What follows belongs to an exercise in optimizing a design on an open flow for small area, a short achievable clock period and few clock cycles per item; a production flow would make more cautious choices.
Where RTL was checked, it was by simulation tests only, not by an equivalence proof against the original.
For run 2, only the layout was checked, not whether the RTL still works.

## flow/design.v (module list and top-level ports; edited modules follow where they fit)
// module csaFA: 10 lines
// module csaHA: 9 lines
// module peTop: 778 lines
module peTop (
	input wire clk,
	input wire rstN,
	input wire cmdValid,
	input wire [2:0] cmdOp,
	input wire [16-1:0] cmdData,
	output logic cmdReady,
	output logic outValid,
	output logic [16-1:0] outData,
	input wire outReady
);
  // ...
==> flow/flow/run.sh <==
#!/bin/bash
set -euo pipefail
MARGIN=$(cat flow/margin.txt)
bash standard.sh synth > synth.log 2>&1
bash standard.sh SETUP_SLACK_MARGIN="$MARGIN" finish > layout.log 2>&1
==> flow/flow/margin.txt <==
6.0
==> flow/standard.sh <==
#!/bin/bash
# synth_recipe.tcl (not shown) runs the flow's synth.tcl, then flattens the netlist and writes it again
# the make line also repeats each setting of config.mk as NAME=value (left out here)
make -C /OpenROAD-flow-scripts/flow DESIGN_CONFIG=/design/flow/config.mk WORK_HOME=/design/flow/orfs CLKGATE_MAP_FILE= SYNTH_SCRIPT=/design/flow/synth_recipe.tcl "${@:-finish}"
==> flow/config.mk <==
export PLATFORM = sky130hd
export DESIGN_NAME = peTop
export DESIGN_NICKNAME = peTop
export VERILOG_FILES = /design/flow/design.v
export SDC_FILE = /design/flow/constraint.sdc
export NUM_CORES = 4
export LEC_CHECK = 0
export CAP_MARGIN = 20
export CORE_MARGIN = 2
export CORE_UTILIZATION = 40
export CTS_CLUSTER_DIAMETER = 90
export CTS_CLUSTER_SIZE = 28
export SLEW_MARGIN = 20
export SYNTH_HIERARCHICAL = 1
==> flow/constraint.sdc <==
create_clock -name core_clock -period 9.0 [get_ports {clk}]
set_input_delay 1.8000 -clock core_clock [delete_from_list [all_inputs] [get_ports {clk}]]
set_output_delay 1.8000 -clock core_clock [all_outputs]
set_load 0.01 [all_outputs]
==> results by group, run 1 <==
Outcome
  • Status: complete, no violations

Synth
  • Synth top area share: 0.414
  • Xor/xnor share of the synthesized area: 0.0672
  • Synth Warn #: 7
  • Main combinational cell family by area after synthesis: adder cells
  • Synthesis-stage register bit count: 668
  • Mapped Area: 0.0331 mm2
  • Post-synth EDFFs: 456

CTS
  • CTS Buf Count: 34
  • Clock sink count: 668

Finish
  • Number of clock-tree buffers in the layout: 49
  • Non-Filler Instances: 3,503
  • Reg with most FFs: wmem
  • Bufs w/o clock: 92
  • Fraction of area in multi-input gates: 0.392
  • Largest register FFs: 256
  • Buffering overhead: 0.0218

Routing
  • Met2 WL: 39.4 mm
  • Final wirelength: 78.4 mm

Critical path
  • Buffers and inverters on the worst path: 1
  • CP max stage cell: dfrtp_1
  • Worst Path Arrival: 1.12 ns
  • Critical path depth in cells: 1
  • Crit path from: rdyQ

Global routing
  • Gr ovfl total: 0
  • Largest net degree at the start of global routing: 69

Placement
  • GP Congestion: 0.904

Timing
  • RSZ-0062 raised after global routing: yes

Floorplan
  • Effective utilization at floorplan: 0.403
  • Core footprint: 0.0820 mm2
Testbench counts, summed over its fixed seeds: cycles 7,701, results 384.
==> run 2: changes to the inputs <==
--- a/flow/design.v
+++ b/flow/design.v
@@ -65,17 +65,16 @@
 	logic [15:0] a2;
 	logic [7:0] bNeg2;
 	logic [7:0] bOne2;
 	logic [7:0] bTwo2;
 	logic act3;
 	logic clr3;
 	logic [31:0] row0;
 	logic [31:0] row1;
-	logic [31:0] row2;
 	logic [31:0] acc;
 	logic [3:1] accC;
 	logic accKeep;
 	logic outVal;
 	logic outValidQ;
 	assign outValid = outValidQ;
 	logic [15:0] outQ;
 	assign outData = outQ;
@@ -254,17 +253,16 @@
 		begin
 			bNeg[j] = wx[2*j+2];
 			bOne[j] = wx[2*j+1] ^ wx[2*j];
 			bTwo[j] = (wx[2*j+2] && !wx[2*j+1] && !wx[2*j]) || (!wx[2*j+2] && wx[2*j+1] && wx[2*j]);
 		end
 	end
 	wire [31:0] prodRow0;
 	wire [31:0] prodRow1;
-	wire [31:0] prodRow2;
 	wire m_pp0_0 = ((a2[0] & bOne2[0])) ^ bNeg2[0];
 	wire m_pp0_1 = ((a2[1] & bOne2[0]) | (a2[0] & bTwo2[0])) ^ bNeg2[0];
 	wire m_pp0_2 = ((a2[2] & bOne2[0]) | (a2[1] & bTwo2[0])) ^ bNeg2[0];
 	wire m_pp0_3 = ((a2[3] & bOne2[0]) | (a2[2] & bTwo2[0])) ^ bNeg2[0];
 	wire m_pp0_4 = ((a2[4] & bOne2[0]) | (a2[3] & bTwo2[0])) ^ bNeg2[0];
 	wire m_pp0_5 = ((a2[5] & bOne2[0]) | (a2[4] & bTwo2[0])) ^ bNeg2[0];
 	wire m_pp0_6 = ((a2[6] & bOne2[0]) | (a2[5] & bTwo2[0])) ^ bNeg2[0];
 	wire m_pp0_7 = ((a2[7] & bOne2[0]) | (a2[6] & bTwo2[0])) ^ bNeg2[0];
@@ -557,159 +555,156 @@
 	wire m_fa61_s, m_fa61_c;
 	csaFA u_m_fa61 (.a(m_pp7_10), .b(m_fa41_c), .ci(m_pp7_9), .s(m_fa61_s), .co(m_fa61_c));
 	wire m_fa62_s, m_fa62_c;
 	csaFA u_m_fa62 (.a(m_pp7_11), .b(m_fa42_c), .ci(m_ha13_s), .s(m_fa62_s), .co(m_fa62_c));
 	wire m_fa63_s, m_fa63_c;
 	csaFA u_m_fa63 (.a(~m_pp5_16), .b(m_pp6_14), .ci(m_pp7_12), .s(m_fa63_s), .co(m_fa63_c));
 	wire m_ha16_s, m_ha16_c;
 	csaHA u_m_ha16 (.a(m_pp6_15), .b(m_pp7_13), .s(m_ha16_s), .co(m_ha16_c));
-	assign prodRow0 = {1'b1, ~m_pp7_16, m_pp7_15, ~m_pp6_16, 1'b1, m_ha13_c, 1'b1, m_fa42_s, m_fc5_s, m_fa40_s, m_fc4_s, m_fa37_s, m_fc3_s, m_fa34_s, m_fa32_s, m_fa30_s, m_fa28_s, m_fa26_s, m_fa24_s, m_fa22_s, m_fa20_s, m_fa18_s, m_ha12_s, m_ha11_s, m_ha10_s, m_ha9_s, m_pp2_1, m_pp2_0, m_pp0_3, m_pp0_2, m_pp0_1, m_pp0_0};
-	assign prodRow1 = {1'b0, 1'b0, 1'b1, m_pp7_14, m_fa63_c, m_fa62_c, m_fa61_c, m_fa60_c, m_fa59_c, m_fa58_c, m_fa57_c, m_fa56_c, m_fa55_c, m_fa54_c, m_fa53_c, m_fa52_c, m_fa51_c, m_fa50_c, m_fa49_c, m_fa48_c, m_fa47_c, m_fa46_c, m_fa45_c, m_fa44_c, m_fa43_c, m_ha15_c, m_ha14_c, bNeg2[2], m_pp1_1, m_pp1_0, 1'b0, bNeg2[0]};
-	assign prodRow2 = {1'b0, 1'b0, 1'b0, m_ha16_c, m_ha16_s, m_fa63_s, m_fa62_s, m_fa61_s, m_fa60_s, m_fa59_s, m_fa58_s, m_fa57_s, m_fa56_s, m_fa55_s, m_fa54_s, m_fa53_s, m_fa52_s, m_fa51_s, m_fa50_s, m_fa49_s, m_fa48_s, m_fa47_s, m_fa46_s, m_fa45_s, m_fa44_s, m_fa43_s, m_ha15_s, m_ha14_s, 1'b0, bNeg2[1], 1'b0, 1'b0};
-	wire [31:0] accIn = accKeep ? acc : 32'd0;
-	wire [3:1] accCIn = accKeep ? accC : 3'd0;
-	wire [31:0] accT0;
-	wire [31:0] accT1;
 	wire m_ha17_s, m_ha17_c;
-	csaHA u_m_ha17 (.a(row0[2]), .b(row1[2]), .s(m_ha17_s), .co(m_ha17_c));
+	csaHA u_m_ha17 (.a(m_pp0_2), .b(m_pp1_0), .s(m_ha17_s), .co(m_ha17_c));
 	wire m_ha18_s, m_ha18_c;
-	csaHA u_m_ha18 (.a(row0[3]), .b(row1[3]), .s(m_ha18_s), .co(m_ha18_c));
+	csaHA u_m_ha18 (.a(m_pp0_3), .b(m_pp1_1), .s(m_ha18_s), .co(m_ha18_c));
 	wire m_fa64_s, m_fa64_c;
-	csaFA u_m_fa64 (.a(row0[4]), .b(row1[4]), .ci(row2[4]), .s(m_fa64_s), .co(m_fa64_c));
+	csaFA u_m_fa64 (.a(m_pp2_0), .b(bNeg2[2]), .ci(m_ha14_s), .s(m_fa64_s), .co(m_fa64_c));
 	wire m_fa65_s, m_fa65_c;
-	csaFA u_m_fa65 (.a(row0[5]), .b(row1[5]), .ci(row2[5]), .s(m_fa65_s), .co(m_fa65_c));
+	csaFA u_m_fa65 (.a(m_pp2_1), .b(m_ha14_c), .ci(m_ha15_s), .s(m_fa65_s), .co(m_fa65_c));
 	wire m_fa66_s, m_fa66_c;
-	csaFA u_m_fa66 (.a(row0[6]), .b(row1[6]), .ci(row2[6]), .s(m_fa66_s), .co(m_fa66_c));
+	csaFA u_m_fa66 (.a(m_ha9_s), .b(m_ha15_c), .ci(m_fa43_s), .s(m_fa66_s), .co(m_fa66_c));
 	wire m_fa67_s, m_fa67_c;
-	csaFA u_m_fa67 (.a(row0[7]), .b(row1[7]), .ci(row2[7]), .s(m_fa67_s), .co(m_fa67_c));
+	csaFA u_m_fa67 (.a(m_ha10_s), .b(m_fa43_c), .ci(m_fa44_s), .s(m_fa67_s), .co(m_fa67_c));
 	wire m_fa68_s, m_fa68_c;
-	csaFA u_m_fa68 (.a(row0[8]), .b(row1[8]), .ci(row2[8]), .s(m_fa68_s), .co(m_fa68_c));
+	csaFA u_m_fa68 (.a(m_ha11_s), .b(m_fa44_c), .ci(m_fa45_s), .s(m_fa68_s), .co(m_fa68_c));
 	wire m_fa69_s, m_fa69_c;
-	csaFA u_m_fa69 (.a(row0[9]), .b(row1[9]), .ci(row2[9]), .s(m_fa69_s), .co(m_fa69_c));
+	csaFA u_m_fa69 (.a(m_ha12_s), .b(m_fa45_c), .ci(m_fa46_s), .s(m_fa69_s), .co(m_fa69_c));
 	wire m_fa70_s, m_fa70_c;
-	csaFA u_m_fa70 (.a(row0[10]), .b(row1[10]), .ci(row2[10]), .s(m_fa70_s), .co(m_fa70_c));
+	csaFA u_m_fa70 (.a(m_fa18_s), .b(m_fa46_c), .ci(m_fa47_s), .s(m_fa70_s), .co(m_fa70_c));
 	wire m_fa71_s, m_fa71_c;
-	csaFA u_m_fa71 (.a(row0[11]), .b(row1[11]), .ci(row2[11]), .s(m_fa71_s), .co(m_fa71_c));
+	csaFA u_m_fa71 (.a(m_fa20_s), .b(m_fa47_c), .ci(m_fa48_s), .s(m_fa71_s), .co(m_fa71_c));
 	wire m_fa72_s, m_fa72_c;
-	csaFA u_m_fa72 (.a(row0[12]), .b(row1[12]), .ci(row2[12]), .s(m_fa72_s), .co(m_fa72_c));
+	csaFA u_m_fa72 (.a(m_fa22_s), .b(m_fa48_c), .ci(m_fa49_s), .s(m_fa72_s), .co(m_fa72_c));
 	wire m_fa73_s, m_fa73_c;
-	csaFA u_m_fa73 (.a(row0[13]), .b(row1[13]), .ci(row2[13]), .s(m_fa73_s), .co(m_fa73_c));
+	csaFA u_m_fa73 (.a(m_fa24_s), .b(m_fa49_c), .ci(m_fa50_s), .s(m_fa73_s), .co(m_fa73_c));
 	wire m_fa74_s, m_fa74_c;
-	csaFA u_m_fa74 (.a(row0[14]), .b(row1[14]), .ci(row2[14]), .s(m_fa74_s), .co(m_fa74_c));
+	csaFA u_m_fa74 (.a(m_fa26_s), .b(m_fa50_c), .ci(m_fa51_s), .s(m_fa74_s), .co(m_fa74_c));
 	wire m_fa75_s, m_fa75_c;
-	csaFA u_m_fa75 (.a(row0[15]), .b(row1[15]), .ci(row2[15]), .s(m_fa75_s), .co(m_fa75_c));
+	csaFA u_m_fa75 (.a(m_fa28_s), .b(m_fa51_c), .ci(m_fa52_s), .s(m_fa75_s), .co(m_fa75_c));
 	wire m_fa76_s, m_fa76_c;
-	csaFA u_m_fa76 (.a(row0[16]), .b(row1[16]), .ci(row2[16]), .s(m_fa76_s), .co(m_fa76_c));
+	csaFA u_m_fa76 (.a(m_fa30_s), .b(m_fa52_c), .ci(m_fa53_s), .s(m_fa76_s), .co(m_fa76_c));
 	wire m_fa77_s, m_fa77_c;
-	csaFA u_m_fa77 (.a(row0[17]), .b(row1[17]), .ci(row2[17]), .s(m_fa77_s), .co(m_fa77_c));
+	csaFA u_m_fa77 (.a(m_fa32_s), .b(m_fa53_c), .ci(m_fa54_s), .s(m_fa77_s), .co(m_fa77_c));
 	wire m_fa78_s, m_fa78_c;
-	csaFA u_m_fa78 (.a(row0[18]), .b(row1[18]), .ci(row2[18]), .s(m_fa78_s), .co(m_fa78_c));
+	csaFA u_m_fa78 (.a(m_fa34_s), .b(m_fa54_c), .ci(m_fa55_s), .s(m_fa78_s), .co(m_fa78_c));
 	wire m_fa79_s, m_fa79_c;
-	csaFA u_m_fa79 (.a(row0[19]), .b(row1[19]), .ci(row2[19]), .s(m_fa79_s), .co(m_fa79_c));
+	csaFA u_m_fa79 (.a(m_fc3_s), .b(m_fa55_c), .ci(m_fa56_s), .s(m_fa79_s), .co(m_fa79_c));
 	wire m_fa80_s, m_fa80_c;
-	csaFA u_m_fa80 (.a(row0[20]), .b(row1[20]), .ci(row2[20]), .s(m_fa80_s), .co(m_fa80_c));
+	csaFA u_m_fa80 (.a(m_fa37_s), .b(m_fa56_c), .ci(m_fa57_s), .s(m_fa80_s), .co(m_fa80_c));
 	wire m_fa81_s, m_fa81_c;
-	csaFA u_m_fa81 (.a(row0[21]), .b(row1[21]), .ci(row2[21]), .s(m_fa81_s), .co(m_fa81_c));
+	csaFA u_m_fa81 (.a(m_fc4_s), .b(m_fa57_c), .ci(m_fa58_s), .s(m_fa81_s), .co(m_fa81_c));
 	wire m_fa82_s, m_fa82_c;
-	csaFA u_m_fa82 (.a(row0[22]), .b(row1[22]), .ci(row2[22]), .s(m_fa82_s), .co(m_fa82_c));
+	csaFA u_m_fa82 (.a(m_fa40_s), .b(m_fa58_c), .ci(m_fa59_s), .s(m_fa82_s), .co(m_fa82_c));
 	wire m_fa83_s, m_fa83_c;
-	csaFA u_m_fa83 (.a(row0[23]), .b(row1[23]), .ci(row2[23]), .s(m_fa83_s), .co(m_fa83_c));
+	csaFA u_m_fa83 (.a(m_fc5_s), .b(m_fa59_c), .ci(m_fa60_s), .s(m_fa83_s), .co(m_fa83_c));
 	wire m_fa84_s, m_fa84_c;
-	csaFA u_m_fa84 (.a(row0[24]), .b(row1[24]), .ci(row2[24]), .s(m_fa84_s), .co(m_fa84_c));
+	csaFA u_m_fa84 (.a(m_fa42_s), .b(m_fa60_c), .ci(m_fa61_s), .s(m_fa84_s), .co(m_fa84_c));
+	wire m_fc6_s = ~(m_fa61_c ^ m_fa62_s);
+	wire m_fc6_c = m_fa61_c | m_fa62_s;
 	wire m_fa85_s, m_fa85_c;
-	csaFA u_m_fa85 (.a(row1[25]), .b(row2[25]), .ci(accIn[25]), .s(m_fa85_s), .co(m_fa85_c));
+	csaFA u_m_fa85 (.a(m_ha13_c), .b(m_fa62_c), .ci(m_fa63_s), .s(m_fa85_s), .co(m_fa85_c));
+	wire m_fc7_s = ~(m_fa63_c ^ m_ha16_s);
+	wire m_fc7_c = m_fa63_c | m_ha16_s;
 	wire m_fa86_s, m_fa86_c;
-	csaFA u_m_fa86 (.a(row0[26]), .b(row1[26]), .ci(row2[26]), .s(m_fa86_s), .co(m_fa86_c));
-	wire m_fa87_s, m_fa87_c;
-	csaFA u_m_fa87 (.a(row1[27]), .b(row2[27]), .ci(accIn[27]), .s(m_fa87_s), .co(m_fa87_c));
-	wire m_fa88_s, m_fa88_c;
-	csaFA u_m_fa88 (.a(row0[28]), .b(row1[28]), .ci(row2[28]), .s(m_fa88_s), .co(m_fa88_c));
+	csaFA u_m_fa86 (.a(~m_pp6_16), .b(m_pp7_14), .ci(m_ha16_c), .s(m_fa86_s), .co(m_fa86_c));
+	wire m_fc8_s = ~m_pp7_15;
+	assign prodRow0 = {1'b1, ~m_pp7_16, m_fa86_c, m_fc7_c, m_fa85_c, m_fc6_c, m_fa84_c, m_fa83_c, m_fa82_c, m_fa81_c, m_fa80_c, m_fa79_c, m_fa78_c, m_fa77_c, m_fa76_c, m_fa75_c, m_fa74_c, m_fa73_c, m_fa72_c, m_fa71_c, m_fa70_c, m_fa69_c, m_fa68_c, m_fa67_c, m_fa66_c, m_fa65_c, m_fa64_c, m_ha18_c, m_ha17_c, bNeg2[1], m_pp0_1, m_pp0_0};
+	assign prodRow1 = {1'b0, m_pp7_15, m_fc8_s, m_fa86_s, m_fc7_s, m_fa85_s, m_fc6_s, m_fa84_s, m_fa83_s, m_fa82_s, m_fa81_s, m_fa80_s, m_fa79_s, m_fa78_s, m_fa77_s, m_fa76_s, m_fa75_s, m_fa74_s, m_fa73_s, m_fa72_s, m_fa71_s, m_fa70_s, m_fa69_s, m_fa68_s, m_fa67_s, m_fa66_s, m_fa65_s, m_fa64_s, m_ha18_s, m_ha17_s, 1'b0, bNeg2[0]};
+	wire [31:0] accIn = accKeep ? acc : 32'd0;
+	wire [3:1] accCIn = accKeep ? accC : 3'd0;
+	wire [31:0] accT0;
+	wire [31:0] accT1;
 	wire m_ha19_s, m_ha19_c;
-	csaHA u_m_ha19 (.a(row0[29]), .b(accIn[29]), .s(m_ha19_s), .co(m_ha19_c));
+	csaHA u_m_ha19 (.a(row0[0]), .b(row1[0]), .s(m_ha19_s), .co(m_ha19_c));
 	wire m_ha20_s, m_ha20_c;
-	csaHA u_m_ha20 (.a(row0[0]), .b(row1[0]), .s(m_ha20_s), .co(m_ha20_c));
-	wire m_ha21_s, m_ha21_c;
-	csaHA u_m_ha21 (.a(row0[1]), .b(accIn[1]), .s(m_ha21_s), .co(m_ha21_c));
+	csaHA u_m_ha20 (.a(row0[1]), .b(accIn[1]), .s(m_ha20_s), .co(m_ha20_c));
+	wire m_fa87_s, m_fa87_c;
+	csaFA u_m_fa87 (.a(row0[2]), .b(row1[2]), .ci(accIn[2]), .s(m_fa87_s), .co(m_fa87_c));
+	wire m_fa88_s, m_fa88_c;
+	csaFA u_m_fa88 (.a(row0[3]), .b(row1[3]), .ci(accIn[3]), .s(m_fa88_s), .co(m_fa88_c));
 	wire m_fa89_s, m_fa89_c;
-	csaFA u_m_fa89 (.a(row2[2]), .b(accIn[2]), .ci(m_ha17_s), .s(m_fa89_s), .co(m_fa89_c));
+	csaFA u_m_fa89 (.a(row0[4]), .b(row1[4]), .ci(accIn[4]), .s(m_fa89_s), .co(m_fa89_c));
 	wire m_fa90_s, m_fa90_c;
-	csaFA u_m_fa90 (.a(accIn[3]), .b(m_ha17_c), .ci(m_ha18_s), .s(m_fa90_s), .co(m_fa90_c));
+	csaFA u_m_fa90 (.a(row0[5]), .b(row1[5]), .ci(accIn[5]), .s(m_fa90_s), .co(m_fa90_c));
 	wire m_fa91_s, m_fa91_c;
-	csaFA u_m_fa91 (.a(accIn[4]), .b(m_ha18_c), .ci(m_fa64_s), .s(m_fa91_s), .co(m_fa91_c));
+	csaFA u_m_fa91 (.a(row0[6]), .b(row1[6]), .ci(accIn[6]), .s(m_fa91_s), .co(m_fa91_c));
 	wire m_fa92_s, m_fa92_c;
-	csaFA u_m_fa92 (.a(accIn[5]), .b(m_fa64_c), .ci(m_fa65_s), .s(m_fa92_s), .co(m_fa92_c));
+	csaFA u_m_fa92 (.a(row0[7]), .b(row1[7]), .ci(accIn[7]), .s(m_fa92_s), .co(m_fa92_c));
 	wire m_fa93_s, m_fa93_c;
-	csaFA u_m_fa93 (.a(accIn[6]), .b(m_fa65_c), .ci(m_fa66_s), .s(m_fa93_s), .co(m_fa93_c));
+	csaFA u_m_fa93 (.a(row0[8]), .b(row1[8]), .ci(accIn[8]), .s(m_fa93_s), .co(m_fa93_c));
 	wire m_fa94_s, m_fa94_c;
-	csaFA u_m_fa94 (.a(accIn[7]), .b(m_fa66_c), .ci(m_fa67_s), .s(m_fa94_s), .co(m_fa94_c));
+	csaFA u_m_fa94 (.a(row0[9]), .b(row1[9]), .ci(accIn[9]), .s(m_fa94_s), .co(m_fa94_c));
 	wire m_fa95_s, m_fa95_c;
-	csaFA u_m_fa95 (.a(accIn[8]), .b(m_fa67_c), .ci(m_fa68_s), .s(m_fa95_s), .co(m_fa95_c));
+	csaFA u_m_fa95 (.a(row0[10]), .b(row1[10]), .ci(accIn[10]), .s(m_fa95_s), .co(m_fa95_c));
 	wire m_fa96_s, m_fa96_c;
-	csaFA u_m_fa96 (.a(accIn[9]), .b(m_fa68_c), .ci(m_fa69_s), .s(m_fa96_s), .co(m_fa96_c));
+	csaFA u_m_fa96 (.a(row0[11]), .b(row1[11]), .ci(accIn[11]), .s(m_fa96_s), .co(m_fa96_c));
 	wire m_fa97_s, m_fa97_c;
-	csaFA u_m_fa97 (.a(accIn[10]), .b(m_fa69_c), .ci(m_fa70_s), .s(m_fa97_s), .co(m_fa97_c));
+	csaFA u_m_fa97 (.a(row0[12]), .b(row1[12]), .ci(accIn[12]), .s(m_fa97_s), .co(m_fa97_c));
 	wire m_fa98_s, m_fa98_c;
-	csaFA u_m_fa98 (.a(accIn[11]), .b(m_fa70_c), .ci(m_fa71_s), .s(m_fa98_s), .co(m_fa98_c));
+	csaFA u_m_fa98 (.a(row0[13]), .b(row1[13]), .ci(accIn[13]), .s(m_fa98_s), .co(m_fa98_c));
 	wire m_fa99_s, m_fa99_c;
-	csaFA u_m_fa99 (.a(accIn[12]), .b(m_fa71_c), .ci(m_fa72_s), .s(m_fa99_s), .co(m_fa99_c));
+	csaFA u_m_fa99 (.a(row0[14]), .b(row1[14]), .ci(accIn[14]), .s(m_fa99_s), .co(m_fa99_c));
 	wire m_fa100_s, m_fa100_c;
-	csaFA u_m_fa100 (.a(accIn[13]), .b(m_fa72_c), .ci(m_fa73_s), .s(m_fa100_s), .co(m_fa100_c));
+	csaFA u_m_fa100 (.a(row0[15]), .b(row1[15]), .ci(accIn[15]), .s(m_fa100_s), .co(m_fa100_c));
 	wire m_fa101_s, m_fa101_c;
-	csaFA u_m_fa101 (.a(accIn[14]), .b(m_fa73_c), .ci(m_fa74_s), .s(m_fa101_s), .co(m_fa101_c));
+	csaFA u_m_fa101 (.a(row0[16]), .b(row1[16]), .ci(accIn[16]), .s(m_fa101_s), .co(m_fa101_c));
 	wire m_fa102_s, m_fa102_c;
-	csaFA u_m_fa102 (.a(accIn[15]), .b(m_fa74_c), .ci(m_fa75_s), .s(m_fa102_s), .co(m_fa102_c));
+	csaFA u_m_fa102 (.a(row0[17]), .b(row1[17]), .ci(accIn[17]), .s(m_fa102_s), .co(m_fa102_c));
 	wire m_fa103_s, m_fa103_c;
-	csaFA u_m_fa103 (.a(accIn[16]), .b(m_fa75_c), .ci(m_fa76_s), .s(m_fa103_s), .co(m_fa103_c));
+	csaFA u_m_fa103 (.a(row0[18]), .b(row1[18]), .ci(accIn[18]), .s(m_fa103_s), .co(m_fa103_c));
 	wire m_fa104_s, m_fa104_c;
-	csaFA u_m_fa104 (.a(accIn[17]), .b(m_fa76_c), .ci(m_fa77_s), .s(m_fa104_s), .co(m_fa104_c));
+	csaFA u_m_fa104 (.a(row0[19]), .b(row1[19]), .ci(accIn[19]), .s(m_fa104_s), .co(m_fa104_c));
 	wire m_fa105_s, m_fa105_c;
-	csaFA u_m_fa105 (.a(accIn[18]), .b(m_fa77_c), .ci(m_fa78_s), .s(m_fa105_s), .co(m_fa105_c));
+	csaFA u_m_fa105 (.a(row0[20]), .b(row1[20]), .ci(accIn[20]), .s(m_fa105_s), .co(m_fa105_c));
 	wire m_fa106_s, m_fa106_c;
-	csaFA u_m_fa106 (.a(accIn[19]), .b(m_fa78_c), .ci(m_fa79_s), .s(m_fa106_s), .co(m_fa106_c));
+	csaFA u_m_fa106 (.a(row0[21]), .b(row1[21]), .ci(accIn[21]), .s(m_fa106_s), .co(m_fa106_c));
 	wire m_fa107_s, m_fa107_c;
-	csaFA u_m_fa107 (.a(accIn[20]), .b(m_fa79_c), .ci(m_fa80_s), .s(m_fa107_s), .co(m_fa107_c));
+	csaFA u_m_fa107 (.a(row0[22]), .b(row1[22]), .ci(accIn[22]), .s(m_fa107_s), .co(m_fa107_c));
 	wire m_fa108_s, m_fa108_c;
-	csaFA u_m_fa108 (.a(accIn[21]), .b(m_fa80_c), .ci(m_fa81_s), .s(m_fa108_s), .co(m_fa108_c));
+	csaFA u_m_fa108 (.a(row0[23]), .b(row1[23]), .ci(accIn[23]), .s(m_fa108_s), .co(m_fa108_c));
 	wire m_fa109_s, m_fa109_c;
-	csaFA u_m_fa109 (.a(accIn[22]), .b(m_fa81_c), .ci(m_fa82_s), .s(m_fa109_s), .co(m_fa109_c));
+	csaFA u_m_fa109 (.a(row0[24]), .b(row1[24]), .ci(accIn[24]), .s(m_fa109_s), .co(m_fa109_c));
 	wire m_fa110_s, m_fa110_c;
-	csaFA u_m_fa110 (.a(accIn[23]), .b(m_fa82_c), .ci(m_fa83_s), .s(m_fa110_s), .co(m_fa110_c));
+	csaFA u_m_fa110 (.a(row0[25]), .b(row1[25]), .ci(accIn[25]), .s(m_fa110_s), .co(m_fa110_c));
 	wire m_fa111_s, m_fa111_c;
-	csaFA u_m_fa111 (.a(accIn[24]), .b(m_fa83_c), .ci(m_fa84_s), .s(m_fa111_s), .co(m_fa111_c));
-	wire m_fc6_s = ~(m_fa84_c ^ m_fa85_s);
-	wire m_fc6_c = m_fa84_c | m_fa85_s;
+	csaFA u_m_fa111 (.a(row0[26]), .b(row1[26]), .ci(accIn[26]), .s(m_fa111_s), .co(m_fa111_c));
 	wire m_fa112_s, m_fa112_c;
-	csaFA u_m_fa112 (.a(accIn[26]), .b(m_fa85_c), .ci(m_fa86_s), .s(m_fa112_s), .co(m_fa112_c));
-	wire m_fc7_s = ~(m_fa86_c ^ m_fa87_s);
-	wire m_fc7_c = m_fa86_c | m_fa87_s;
+	csaFA u_m_fa112 (.a(row0[27]), .b(row1[27]), .ci(accIn[27]), .s(m_fa112_s), .co(m_fa112_c));
 	wire m_fa113_s, m_fa113_c;
-	csaFA u_m_fa113 (.a(accIn[28]), .b(m_fa87_c), .ci(m_fa88_s), .s(m_fa113_s), .co(m_fa113_c));
-	wire m_fc8_s = ~(m_fa88_c ^ m_ha19_s);
-	wire m_fc8_c = m_fa88_c | m_ha19_s;
+	csaFA u_m_fa113 (.a(row0[28]), .b(row1[28]), .ci(accIn[28]), .s(m_fa113_s), .co(m_fa113_c));
 	wire m_fa114_s, m_fa114_c;
-	csaFA u_m_fa114 (.a(row0[30]), .b(accIn[30]), .ci(m_ha19_c), .s(m_fa114_s), .co(m_fa114_c));
+	csaFA u_m_fa114 (.a(row0[29]), .b(row1[29]), .ci(accIn[29]), .s(m_fa114_s), .co(m_fa114_c));
+	wire m_fa115_s, m_fa115_c;
+	csaFA u_m_fa115 (.a(row0[30]), .b(row1[30]), .ci(accIn[30]), .s(m_fa115_s), .co(m_fa115_c));
 	wire m_fc9_s = ~accIn[31];
-	assign accT0 = {m_fa114_c, m_fc8_c, m_fa113_c, m_fc7_c, m_fa112_c, m_fc6_c, m_fa111_c, m_fa110_c, m_fa109_c, m_fa108_c, m_fa107_c, m_fa106_c, m_fa105_c, m_fa104_c, m_fa103_c, m_fa102_c, m_fa101_c, m_fa100_c, m_fa99_c, m_fa98_c, m_fa97_c, m_fa96_c, m_fa95_c, m_fa94_c, m_fa93_c, m_fa92_c, m_fa91_c, m_fa90_c, m_fa89_c, m_ha21_c, m_ha20_c, accIn[0]};
-	assign accT1 = {m_fc9_s, m_fa114_s, m_fc8_s, m_fa113_s, m_fc7_s, m_fa112_s, m_fc6_s, m_fa111_s, m_fa110_s, m_fa109_s, m_fa108_s, m_fa107_s, m_fa106_s, m_fa105_s, m_fa104_s, m_fa103_s, m_fa102_s, m_fa101_s, m_fa100_s, m_fa99_s, m_fa98_s, m_fa97_s, m_fa96_s, m_fa95_s, m_fa94_s, m_fa93_s, m_fa92_s, m_fa91_s, m_fa90_s, m_fa89_s, m_ha21_s, m_ha20_s};
+	assign accT0 = {m_fa115_c, m_fa114_c, m_fa113_c, m_fa112_c, m_fa111_c, m_fa110_c, m_fa109_c, m_fa108_c, m_fa107_c, m_fa106_c, m_fa105_c, m_fa104_c, m_fa103_c, m_fa102_c, m_fa101_c, m_fa100_c, m_fa99_c, m_fa98_c, m_fa97_c, m_fa96_c, m_fa95_c, m_fa94_c, m_fa93_c, m_fa92_c, m_fa91_c, m_fa90_c, m_fa89_c, m_fa88_c, m_fa87_c, m_ha20_c, m_ha19_c, accIn[0]};
+	assign accT1 = {m_fc9_s, m_fa115_s, m_fa114_s, m_fa113_s, m_fa112_s, m_fa111_s, m_fa110_s, m_fa109_s, m_fa108_s, m_fa107_s, m_fa106_s, m_fa105_s, m_fa104_s, m_fa103_s, m_fa102_s, m_fa101_s, m_fa100_s, m_fa99_s, m_fa98_s, m_fa97_s, m_fa96_s, m_fa95_s, m_fa94_s, m_fa93_s, m_fa92_s, m_fa91_s, m_fa90_s, m_fa89_s, m_fa88_s, m_fa87_s, m_ha20_s, m_ha19_s};
 	wire [8:0] accB0 = {1'b0, accT0[7:0]} + {1'b0, accT1[7:0]};
 	wire [8:0] accB1 = {1'b0, accT0[15:8]} + {1'b0, accT1[15:8]} + {8'd0, accCIn[1]};
 	wire [8:0] accB2 = {1'b0, accT0[23:16]} + {1'b0, accT1[23:16]} + {8'd0, accCIn[2]};
 	wire [7:0] accB3 = accT0[31:24] + accT1[31:24] + {7'd0, accCIn[3]};
 	wire [31:0] accSum = acc + {accC[3], 7'd0, accC[2], 7'd0, accC[1], 8'd0};
 	always_ff @(posedge clk)
 	begin
 		acc <= {accB3, accB2[7:0], accB1[7:0], accB0[7:0]};
 		accC <= {accB2[8], accB1[8], accB0[8]};
 		bNeg2 <= bNeg;
 		bOne2 <= bOne;
 		bTwo2 <= bTwo;
 		row0 <= prodRow0;
 		row1 <= prodRow1;
-		row2 <= prodRow2;
 	end
 	always_ff @(posedge clk or negedge rstN)
 	begin
 		if (!rstN)
 		begin
 			act2 <= 1'b0;
 			clr2 <= 1'b0;
 			act3 <= 1'b0;
==> run 2 against run 1 <==
  * Synthesized area down 1.4%
  * Clock-buffer cell count fell by 5
  * Clock skew fell by 0.049 ns
  * Sequential share of layout area decreased by 0.86 points
  * Critical endpoint is now row1[16]
==> results by group, run 2 <==
Worst hold path
  • Worst min-delay path endpoint: clr3 (unchanged)
  • Worst hold path class: reg2reg (unchanged)
  • Worst hold stages: 0 (unchanged)
  • HP Start: clr2 (unchanged)

Placement
  • GP Congestion: 0.877 (was 0.904)
  • Pre-CTS setup slack: 5.26 ns (was 5.25 ns)
  • Final HPWL DP: 49.3 mm (was 50.5 mm)
  • Port Buffers: 40 (unchanged)
  • Placed cell count: 3,367 (was 3,416)

Critical path
  • Max incr delay on CP: 0.58 ns (was 0.38 ns)
  • RR Endpoint: row1[16] (was row2[21])
  • Crit path max-delay family: adder cells (was flip-flops)
  • CP max stage cell: dfxtp_2 (was dfrtp_1)
  • Buffers and inverters on the worst path: 0 (was 1)
  • Crit path top cell by count: fa_1
  • Startpoint Class: flip-flop (unchanged)
  • Critical path class: reg2reg (was reg2out)
  • Worst Path Arrival: 3.50 ns (was 1.12 ns)
  • R2r setup slk: 5.99 ns (was 6.10 ns)
  • Reg2reg path depth: 6 (was 5)
  • Crit path max fanout: 16 (was 1)
  • Worst EP required: 9.49 ns (was 7.20 ns)
  • Crit Reg-Reg Startpoint: bTwo2[0] (was bTwo2[3])
  • Critical Path End Type: flip-flop (was primary output)
  • Worst-path cell chain: a22oi_1, xnor2_1, fa_1, fa_1, fa_1, fa_1 (was buf_2)

Finish
  • Antenna cells: 0 (unchanged)
  • Fin nets: 2,633 (was 2,653)
  • Non-Filler Instances: 3,471 (was 3,503)
  • Synthesis-to-layout area growth: 9.77% (was 8.56%)
  • Most frequent cells in the layout: 456 x edfxtp_1, 190 x xnor2_1, 130 x nand2_1 (was 456 x edfxtp_1, 189 x xnor2_1, 146 x dfxtp_1)
  • Commonest non-fill, non-tap cell in the layout: edfxtp_1 (unchanged)
  • Reg with most FFs: wmem (unchanged)
  • Layout filler cell count: 7,183 (was 7,364)
  • Share of cells above drive strength 1: 0.179 (was 0.138)
  • Largest register FFs: 256 (unchanged)
  • Biggest regs: wmem (256), bmem (128), acc (32) (unchanged)

Synth
  • Compound-cell area share of the yosys netlist: 0.0806 (was 0.0811)
  • Post-synth EDFFs: 456 (unchanged)
  • Mapped Cells: 2,382 (was 2,433)
  • Mux cell area share after synthesis: 0.0932 (was 0.0856)
  • Mapped Area: 0.0326 mm2 (was 0.0331 mm2)
  • Dominant cell type by area after synthesis: edfxtp_1 (unchanged)
  • Xor/xnor share of the synthesized area: 0.0679 (was 0.0672)
  • Synthesis-stage register bit count: 646 (was 668)
  • Syn_nets: 2,626 (was 2,678)
  • Top-count cell post-synth: edfxtp_1 (unchanged)
  • Post-Synth Simple-Gate Area: 0.0716 (was 0.0731)
  • Post-synth ARST share: 0.0820 (was 0.0793)
  • Synth Area in Adders: 0.113 (was 0.112)
  • Ys flop type: edfxtp_1 (unchanged)
  • Synth top area share: 0.420 (was 0.414)
  • Sequential-to-total area share from yosys stat: 0.545 (was 0.551)
  • Synth area leaders: edfxtp_1 42%, dfxtp_1 8.4%, mux4_2 7.7% (was edfxtp_1 41%, dfxtp_1 9.6%, mux4_2 7.6%)
  • Avg Synthesized Cell Area: 13.7 um2 (was 13.6 um2)
  • Main combinational cell family by area after synthesis: adder cells (unchanged)
  • Post-synth top cells: 456 x edfxtp_1, 200 x xnor2_1, 137 x dfxtp_1 (was 456 x edfxtp_1, 190 x xnor2_1, 159 x dfxtp_1)
  • Yosys cell types: 77 (was 78)
  • Synth Warn #: 7 (unchanged)

Timing
  • Final setup violation count: 0 (unchanged)
  • Min Tclk post-route: 3.01 ns (was 2.92 ns)
  • Pins over their slew limit: 0 (unchanged)
  • F_max: 332 MHz (was 343 MHz)
  • Fin crit share: 0.335 (was 0.324)
  • Least-Margin Pin Slew: 1.04 ns (was 1.14 ns)
  • Hold WS: 0.359 ns (about the same)
  • RSZ-0062 raised after global routing: yes (unchanged)
  • Max-slew headroom: 0.306 (was 0.243)
  • Clk_skew: 0.0205 ns (was 0.0696 ns)
  • Post-route setup slack: 5.99 ns (was 6.08 ns)
  • Setup tns final: 0 ns (unchanged)
  • Final hold viol count: 0 (unchanged)

CTS
  • CTS HTree Levels: 1 (was 2)
  • CTS Buf Count: 29 (was 34)
  • CTS tree: built (unchanged)
  • Clock sink count: 646 (was 668)
  • Clock latency on the worst-skew pair: 0.61 ns (about the same)
  • CTS hold repair buffers: 0 (unchanged)
  • Clk buf depth: 3 (unchanged)
  • Clock Tree Root: clkbuf_16 (unchanged)
  • Clk slew on worst S/H paths: 0.11 ns (was 0.10 ns)

Outcome
  • Status: complete, no violations (unchanged)

Routing
  • Routed length per instance: 22.1 um (was 22.4 um)
  • Vias per Instance: 5.54 (about the same)
  • Initial DRC count: 1,657 (was 1,454)
  • DR pass1 iterations: 5 (unchanged)
  • Final wirelength: 76.6 mm (was 78.4 mm)
  • DRC violations left: 0 (unchanged)
  • Vias: 19,223 (was 19,400)
  • Post-route ant nets: 0 (unchanged)

Floorplan
  • DIE AREA: 0.0838 mm2 (was 0.0850 mm2)
  • I/O pin total: 41 (unchanged)
  • Core footprint: 0.0807 mm2 (was 0.0820 mm2)
  • Core Rows: 104 (was 105)
  • Effective utilization at floorplan: 0.404 (was 0.403)
  • Die X: 290 um (was 291 um)
  • Die Span Y: 290 um (was 291 um)

Global routing
  • Largest net degree at the start of global routing: 69 (unchanged)
  • Gr ovfl total: 0 (unchanged)
  • Global-route wire length before repair: 117 mm (was 121 mm)
  • GRT Resource Usage Total: 0.181 (was 0.184)
  • Initial antenna violation count: 0 (unchanged)
  • Vias in the first global route: 19,633 (was 20,164)

Run
  • Max Cap Viol: 0 (unchanged)
==> run 2: how the worst max path moves through the flow <==
| stage | start | endpoint | cells after the start |
|---|---|---|---|
| after floorplan | outReady | stall | 7 |
| after global placement | outReady | stall | 8 |
| after detailed placement | outReady | stall | 8 |
| after CTS | a2[11] | row1[17] | 7 |
| after global routing | a2[7] | row1[13] | 6 |
| final | bTwo2[0] | row1[16] | 6 |
==> run 2: cell families (layout without fill, tap and decap cells) <==
family                     after synthesis  count (layout)
and+or+nand+nor                        459             459
xor gates and xnor gates               252             252
DFF                                    646             646
muxes                                  161             161
adders and majority gates              221             221
AOI/OAI and AO/OA                      401             401
buffers and inverters                  242             271
==> run 2: layer usage <==
metal,global-route usage,wire [um],up-vias
met5,0,0,-
met4,0.0400,1590,0
met3,0.0191,3400,109
met2,0.320,38300,526
met1,0.241,33300,9897
li1,-,-,8691
==> run 2: layout make-up <==
cell class	count	area [um2]	area share
clock buffers	44	817	0.0228
inverters	95	362	0.0101
multi-input cells	1494	14300	0.400
well taps	1060	1330	0.0370
clock inverters	9	92.6	0.00259
repair buffers	123	1000	0.0281
flip-flops and latches	646	17900	0.499
==> run 2: per-module statistics from Yosys (local to each module, per instance) <==
module	area, um2	flip-flops and latches	times used	cells inside
csaHA	12.5	0	20	1
peTop	30100	646	1	2247
csaFA	20.0	0	115	1
==> run 2: metrics by stage <==
stage | instance area, um2 | util
final | 35800 | 0.444
after global routing | 35800 | 0.444
after CTS | 35300 | 0.438
after detailed placement | 34000 | 0.422
after global placement | 34000 | 0.422
after floorplan | 32700 | -
==> run 2: worst reg2reg max path, cell delays in order, from the launching register on <==
cell     delay [ns]
dfxtp_2        0.58
a22oi_1        0.15
xnor2_1        0.27
fa_1           0.48
fa_1           0.45
fa_1           0.55
fa_1           0.42
==> run 2: what timing repair did <==
action / in CTS / in global routing
resized for setup: 156 / 90
gates cloned: 0 / 1
endpoints found under the setup margin: 100 / 75
setup buffers: 36 / 14
pin swaps: 10 / 49

## port drivers added, routing unchanged
In the flow no input, the clock included, has a driving cell. The finished layouts below were timed again as built, in two steps.
Step 1 assumes that a clkbuf_16 drives the clock port and a buf_2 every other input.
Step 2 times the ports against the registers' clock, not the clock port: input delays grow and output delays shrink by t, the midpoint of the rising clock arrivals with the driver on.
Slacks: no drivers / after step 1 / after step 2; pairs: no drivers / after step 1.
run | t, ns | setup slack, ns | latest minus earliest clock arrival (ns) | worst slew at a driven data input, ns
run 1 | 0.639 | 6.082 / 6.017 / 5.638 | 0.069 / 0.070 | 0.04
run 2 | 0.667 | 5.987 / 5.975 / 5.503 | 0.022 / 0.021 | 0.03
After both steps setup and hold are still met in every run listed. The setup slack of run 2, which loses most, moves by -0.012 ns with the drivers and by -0.484 ns with both steps.
